This design comes from an exercise in tuning for small area, a short achievable clock period and few clock cycles per item on the open sky130 flow, not from production work. Only simulation tests tie the RTL to the original design; equivalence was not proved.

// nn_mac_array
module nn_mac_array #(
    parameter int LANES  = 4,
    parameter int DWIDTH = 16,
    parameter int FRAC   = 8,
    parameter int AWIDTH = 40,
    parameter int CWIDTH = 16
) (
    input  logic                    clk,
    input  logic                    rst_n,
    input  logic                    s_valid,
    output logic                    s_ready,
    input  logic                    s_last,
    input  logic [DWIDTH-1:0]       s_x,
    input  logic [LANES*DWIDTH-1:0] s_w,
    input  logic [LANES*DWIDTH-1:0] s_bias,
    input  logic                    relu_en,
    output logic                    m_valid,
    input  logic                    m_ready,
    output logic [LANES*DWIDTH-1:0] m_data,
    output logic [LANES-1:0]        m_ovf,
    output logic [CWIDTH-1:0]       m_count,
    output logic                    busy
);
    localparam logic [AWIDTH-1:0] M0 = 40'h7fffffff;
    localparam logic [AWIDTH-1:0] M1 = 40'h7ffffffd;
    localparam logic [AWIDTH-1:0] K0 = 40'hff80000000;
    localparam logic [AWIDTH-1:0] K1 = 40'h0;
    localparam logic [AWIDTH-1:0] RND = AWIDTH'(1) << (FRAC-1);
    logic s_hs;
    assign s_hs = s_valid & s_ready;
    assign busy = ~s_ready;
    logic [7:0]              enc_one, enc_two, enc_neg;
    logic [7:0]              x_one, x_two, x_neg;
    logic [7:0]              x_one_n, x_two_n, x_neg_n;
    logic [LANES*DWIDTH-1:0] w0;
    logic [DWIDTH-1:0]       b0 [LANES];
    logic                    bc0 [LANES];
    logic                    v0, l0, relu0;
    always_comb begin
        for (int j = 0; j < 8; j++) begin
            logic lo, mid, hi;
            lo  = (j == 0) ? 1'b0 : s_x[2*j-1];
            mid = s_x[2*j];
            hi  = s_x[2*j+1];
            enc_one[j] = s_hs & (mid ^ lo);
            enc_two[j] = s_hs & ((hi & ~mid & ~lo) | (~hi & mid & lo));
            enc_neg[j] = s_hs & hi;
        end
    end
    always_ff @(posedge clk) begin
        x_one   <= enc_one;
        x_two   <= enc_two;
        x_neg   <= enc_neg;
  ...
For scale: ~240 I/O pins, about 50000 um^2 of cells after synthesis.
==> module nn_mac_array, before the edit <==
module nn_mac_array #(
    parameter int LANES  = 4,
    parameter int DWIDTH = 16,
    parameter int FRAC   = 8,
    parameter int AWIDTH = 40,
    parameter int CWIDTH = 16
) (
    input  logic                    clk,
    input  logic                    rst_n,
    input  logic                    s_valid,
    output logic                    s_ready,
    input  logic                    s_last,
    input  logic [DWIDTH-1:0]       s_x,
    input  logic [LANES*DWIDTH-1:0] s_w,
    input  logic [LANES*DWIDTH-1:0] s_bias,
    input  logic                    relu_en,
    output logic                    m_valid,
    input  logic                    m_ready,
    output logic [LANES*DWIDTH-1:0] m_data,
    output logic [LANES-1:0]        m_ovf,
    output logic [CWIDTH-1:0]       m_count,
    output logic                    busy
);
    localparam logic [AWIDTH-1:0] M0 = 40'h7fffffff;
    localparam logic [AWIDTH-1:0] M1 = 40'h7ffffffd;
    localparam logic [AWIDTH-1:0] K0 = 40'hff80000000;
    localparam logic [AWIDTH-1:0] K1 = 40'h0;
    localparam logic [AWIDTH-1:0] RND = AWIDTH'(1) << (FRAC-1);
    logic s_hs;
    assign s_hs = s_valid & s_ready;
    assign busy = ~s_ready;
    logic [7:0]              enc_one, enc_two, enc_neg;
    logic [7:0]              x_one, x_two, x_neg;
    logic [7:0]              x_one_n, x_two_n, x_neg_n;
    logic [LANES*DWIDTH-1:0] w0;
    logic [DWIDTH-1:0]       b0 [LANES];
    logic                    bc0 [LANES];
    logic                    v0, l0, relu0;
    always_comb begin
        for (int j = 0; j < 8; j++) begin
            logic lo, mid, hi;
            lo  = (j == 0) ? 1'b0 : s_x[2*j-1];
            mid = s_x[2*j];
            hi  = s_x[2*j+1];
            enc_one[j] = s_hs & (mid ^ lo);
            enc_two[j] = s_hs & ((hi & ~mid & ~lo) | (~hi & mid & lo));
            enc_neg[j] = s_hs & hi;
        end
    end
    always_ff @(posedge clk) begin
        x_one   <= enc_one;
        x_two   <= enc_two;
        x_neg   <= enc_neg;
        x_one_n <= ~enc_one;
        x_two_n <= ~enc_two;
        x_neg_n <= ~enc_neg;
        w0      <= s_w;
        for (int i = 0; i < LANES; i++) begin
            logic [DWIDTH-1:0] bg;
            logic [5:0]        mid;
            bg     = (s_hs & s_last) ? s_bias[i*DWIDTH +: DWIDTH] : '0;
            mid    = {1'b0, bg[10:6]} + {5'b0, enc_neg[7]};
            b0[i]  <= {bg[15:11], mid[4:0], bg[5:0]};
            bc0[i] <= mid[5];
        end
        l0    <= s_last;
        relu0 <= relu_en;
    end
    logic                v1, l1, relu1;
    logic [AWIDTH-1:0]   t0_q [LANES];
    logic [AWIDTH-1:0]   t1_q [LANES];
    for (genvar i = 0; i < LANES; i++) begin : g_tree
        logic [AWIDTH-1:0] t0, t1;
        nn_mac_lane_tree u_tree (
            .one (i[0] ? ~x_one_n : x_one),
            .two (i[0] ? ~x_two_n : x_two),
            .neg (i[0] ? ~x_neg_n : x_neg),
            .w   (w0[i*DWIDTH +: DWIDTH]),
            .b   (b0[i]),
            .bc  (bc0[i]),
            .r0  (t0),
            .r1  (t1)
        );
        always_ff @(posedge clk) begin
            t0_q[i] <= t0;
            t1_q[i] <= t1;
        end
    end
    always_ff @(posedge clk) begin
        l1    <= l0;
        relu1 <= relu0;
    end
    logic                a_fin, a_relu;
    logic [1:0]          a_init_q;
    logic                a_init;
    assign a_init = |a_init_q;
    logic [CWIDTH-1:0]   a_cnt;
    logic [AWIDTH-1:0]   acc_q [LANES];
    logic                fin, out_free, done, relu_f;
    logic [CWIDTH-1:0]   cnt_f;
    logic [AWIDTH-1:0]   sum [LANES];
    logic [LANES-1:0]    all0, all1;
    assign fin      = (v1 & l1) | a_fin;         
    assign out_free = ~m_valid;
    assign done     = fin & out_free;             
    assign relu_f   = v1 ? relu1 : a_relu;
    assign cnt_f    = v1 ? (a_cnt + {{(CWIDTH-1){1'b0}}, ~&a_cnt}) : a_cnt;
    logic [AWIDTH-1:0] add_a [LANES];
    logic [AWIDTH-1:0] add_b [LANES];
    logic [AWIDTH-1:0] add_s [LANES];
    for (genvar i = 0; i < LANES; i++) begin : g_add
        logic [AWIDTH-1:0] y0, y1;
        assign y0       = (t0_q[i] & M0) | K0;
        assign y1       = (t1_q[i] & M1) | K1;
        assign add_a[i] = acc_q[i] ^ y0 ^ y1;
        assign add_b[i] = ((acc_q[i] & y0) | (acc_q[i] & y1) | (y0 & y1)) << 1;
        nn_mac_add u_add (.a(add_a[i]), .b(add_b[i]), .s(add_s[i]));
    end
    always_comb begin
        for (int i = 0; i < LANES; i++) begin
            logic [AWIDTH-1:0] p, q;
            p      = add_a[i];
            q      = add_b[i];
            sum[i] = add_s[i];
            begin
                logic ok0, ok1;
                ok0 = 1'b1;
                ok1 = 1'b1;
                for (int k = FRAC+DWIDTH; k < AWIDTH; k++) begin
                    ok0 &= ~((p[k] ^ q[k]) ^ (p[k-1] | q[k-1]));
                    ok1 &=  ((p[k] ^ q[k]) ^ (p[k-1] & q[k-1]));
                end
                all0[i] = ok0 & ~sum[i][FRAC+DWIDTH-1];
                all1[i] = ok1 &  sum[i][FRAC+DWIDTH-1];
            end
        end
    end
    always_ff @(posedge clk) begin
        a_relu <= relu_f;
        a_cnt  <= (done | a_init) ? '0 : cnt_f;
        for (int i = 0; i < LANES; i++)
            acc_q[i] <= (done | a_init) ? RND : sum[i];
    end
    always_ff @(posedge clk) begin
        if (done) begin
            m_count <= cnt_f;
            for (int i = 0; i < LANES; i++) begin
                logic ovf, neg;
                logic [DWIDTH-1:0] r;
                ovf = ~(all0[i] | all1[i]);
                neg = sum[i][AWIDTH-1];
                r   = ovf ? {neg, {(DWIDTH-1){~neg}}} : sum[i][FRAC +: DWIDTH];
                if (relu_f && r[DWIDTH-1]) r = '0;
                m_data[i*DWIDTH +: DWIDTH] <= r;
                m_ovf[i] <= ovf;
            end
        end
    end
    logic       a_fin_d, m_valid_d;
    logic [2:0] closed_d;
    assign a_fin_d   = fin & ~out_free;
    assign m_valid_d = done | (m_valid & ~m_ready);
    assign closed_d  = {2'b0, s_hs & s_last} + {2'b0, v0 & l0} + {2'b0, a_fin_d} + {2'b0, m_valid_d};
    always_ff @(posedge clk or negedge rst_n) begin
        if (!rst_n) begin
            s_ready <= 1'b0;
            v0      <= 1'b0;
            v1      <= 1'b0;
            a_fin   <= 1'b0;
            a_init_q <= 2'b11;
            m_valid <= 1'b0;
        end else begin
            s_ready <= (closed_d <= 3'd1);
            v0      <= s_hs;
            v1      <= v0;
            a_fin   <= a_fin_d;
            a_init_q <= {a_init_q[0], 1'b0};
            m_valid <= m_valid_d;
        end
    end
endmodule
Settings: LEC_CHECK=0, CAP_MARGIN=20, CORE_MARGIN=2, CORE_UTILIZATION=40, CTS_BUF_LIST=sky130_fd_sc_hd__clkbuf_16, CTS_CLUSTER_DIAMETER=70, CTS_CLUSTER_SIZE=32, SETUP_SLACK_MARGIN=4.2, SLEW_MARGIN=20; clock period 8.0 ns.
standard.sh (not shown) runs the stock make flow with config.mk's settings and CLKGATE_MAP_FILE= SYNTH_SCRIPT=/design/flow/synth_recipe.tcl, a recipe that flattens the netlist after the stock synthesis.
==> flow/flow/run.sh <==
#!/bin/bash
# The standard layout, with the port buffers taken from buf_1 instead of the
# cell buffer_ports picks by default (a larger, slower delay cell). Timing
# repair still resizes any of them that limit timing.
set -euo pipefail
export BUFFER_PORTS_ARGS="-buffer_cell sky130_fd_sc_hd__buf_1"
bash standard.sh > standard.log 2>&1
Testbench counts at the start, summed over its fixed seeds: cycles 13,941, items 1,600.
Then changed:
--- a/flow/design.v
+++ b/flow/design.v
@@ -87,16 +87,13 @@
         end
     end
     always_ff @(posedge clk) begin
         l1    <= l0;
         relu1 <= relu0;
     end
-    logic                a_fin, a_relu;
-    logic [1:0]          a_init_q;
-    logic                a_init;
-    assign a_init = |a_init_q;
+    logic                a_fin, a_init, a_relu;
     logic [CWIDTH-1:0]   a_cnt;
     logic [AWIDTH-1:0]   acc_q [LANES];
     logic                fin, out_free, done, relu_f;
     logic [CWIDTH-1:0]   cnt_f;
     logic [AWIDTH-1:0]   sum [LANES];
     logic [LANES-1:0]    all0, all1;
@@ -164,20 +161,20 @@
     always_ff @(posedge clk or negedge rst_n) begin
         if (!rst_n) begin
             s_ready <= 1'b0;
             v0      <= 1'b0;
             v1      <= 1'b0;
             a_fin   <= 1'b0;
-            a_init_q <= 2'b11;
+            a_init  <= 1'b1;
             m_valid <= 1'b0;
         end else begin
             s_ready <= (closed_d <= 3'd1);
             v0      <= s_hs;
             v1      <= v0;
             a_fin   <= a_fin_d;
-            a_init_q <= {a_init_q[0], 1'b0};
+            a_init  <= 1'b0;
             m_valid <= m_valid_d;
         end
     end
 endmodule
 module nn_mac_lane_tree (
     input  logic [7:0]  one, two, neg,
What happened: The new run produced a clean layout; first-iteration DRC count came out lower by 19%; routed wire length came out lower by about 3.6%; clock-buffer cell count came out lower by 15; cell area came out lower by about 1.2%; synthesized cell count came out lower by about 2.4%.
Testbench counts after the change, summed over its fixed seeds: cycles 13,941, items 1,600.

## afterwards: timing with drivers on the ports
The results above use ideal ports. As a check the final layouts listed here were re-extracted and re-timed, cells and wires unchanged.
Step 1 assumes that a clkbuf_16 drives the clock port and a buf_2 every other input.
Step 2 moves the port delays by t, midway between the first and last clock arrival at a register: inputs arrive t later, outputs are due t later. That takes back most of the time a late clock gives input paths.
a / b / c = ideal / step 1 / step 2; a / b = the first two.
run	t (ns)	slack for setup (ns)	worst register clock-pin slew, ns
the first run	0.750	4.205 / 4.205 / 4.205	0.09 / 0.09
the second run	0.751	4.257 / 4.257 / 4.175	0.10 / 0.10
After both steps setup and hold are still met in every run listed. The setup slack of the second run, which loses most, moves by 0.000 ns with the drivers and by -0.082 ns with both steps.
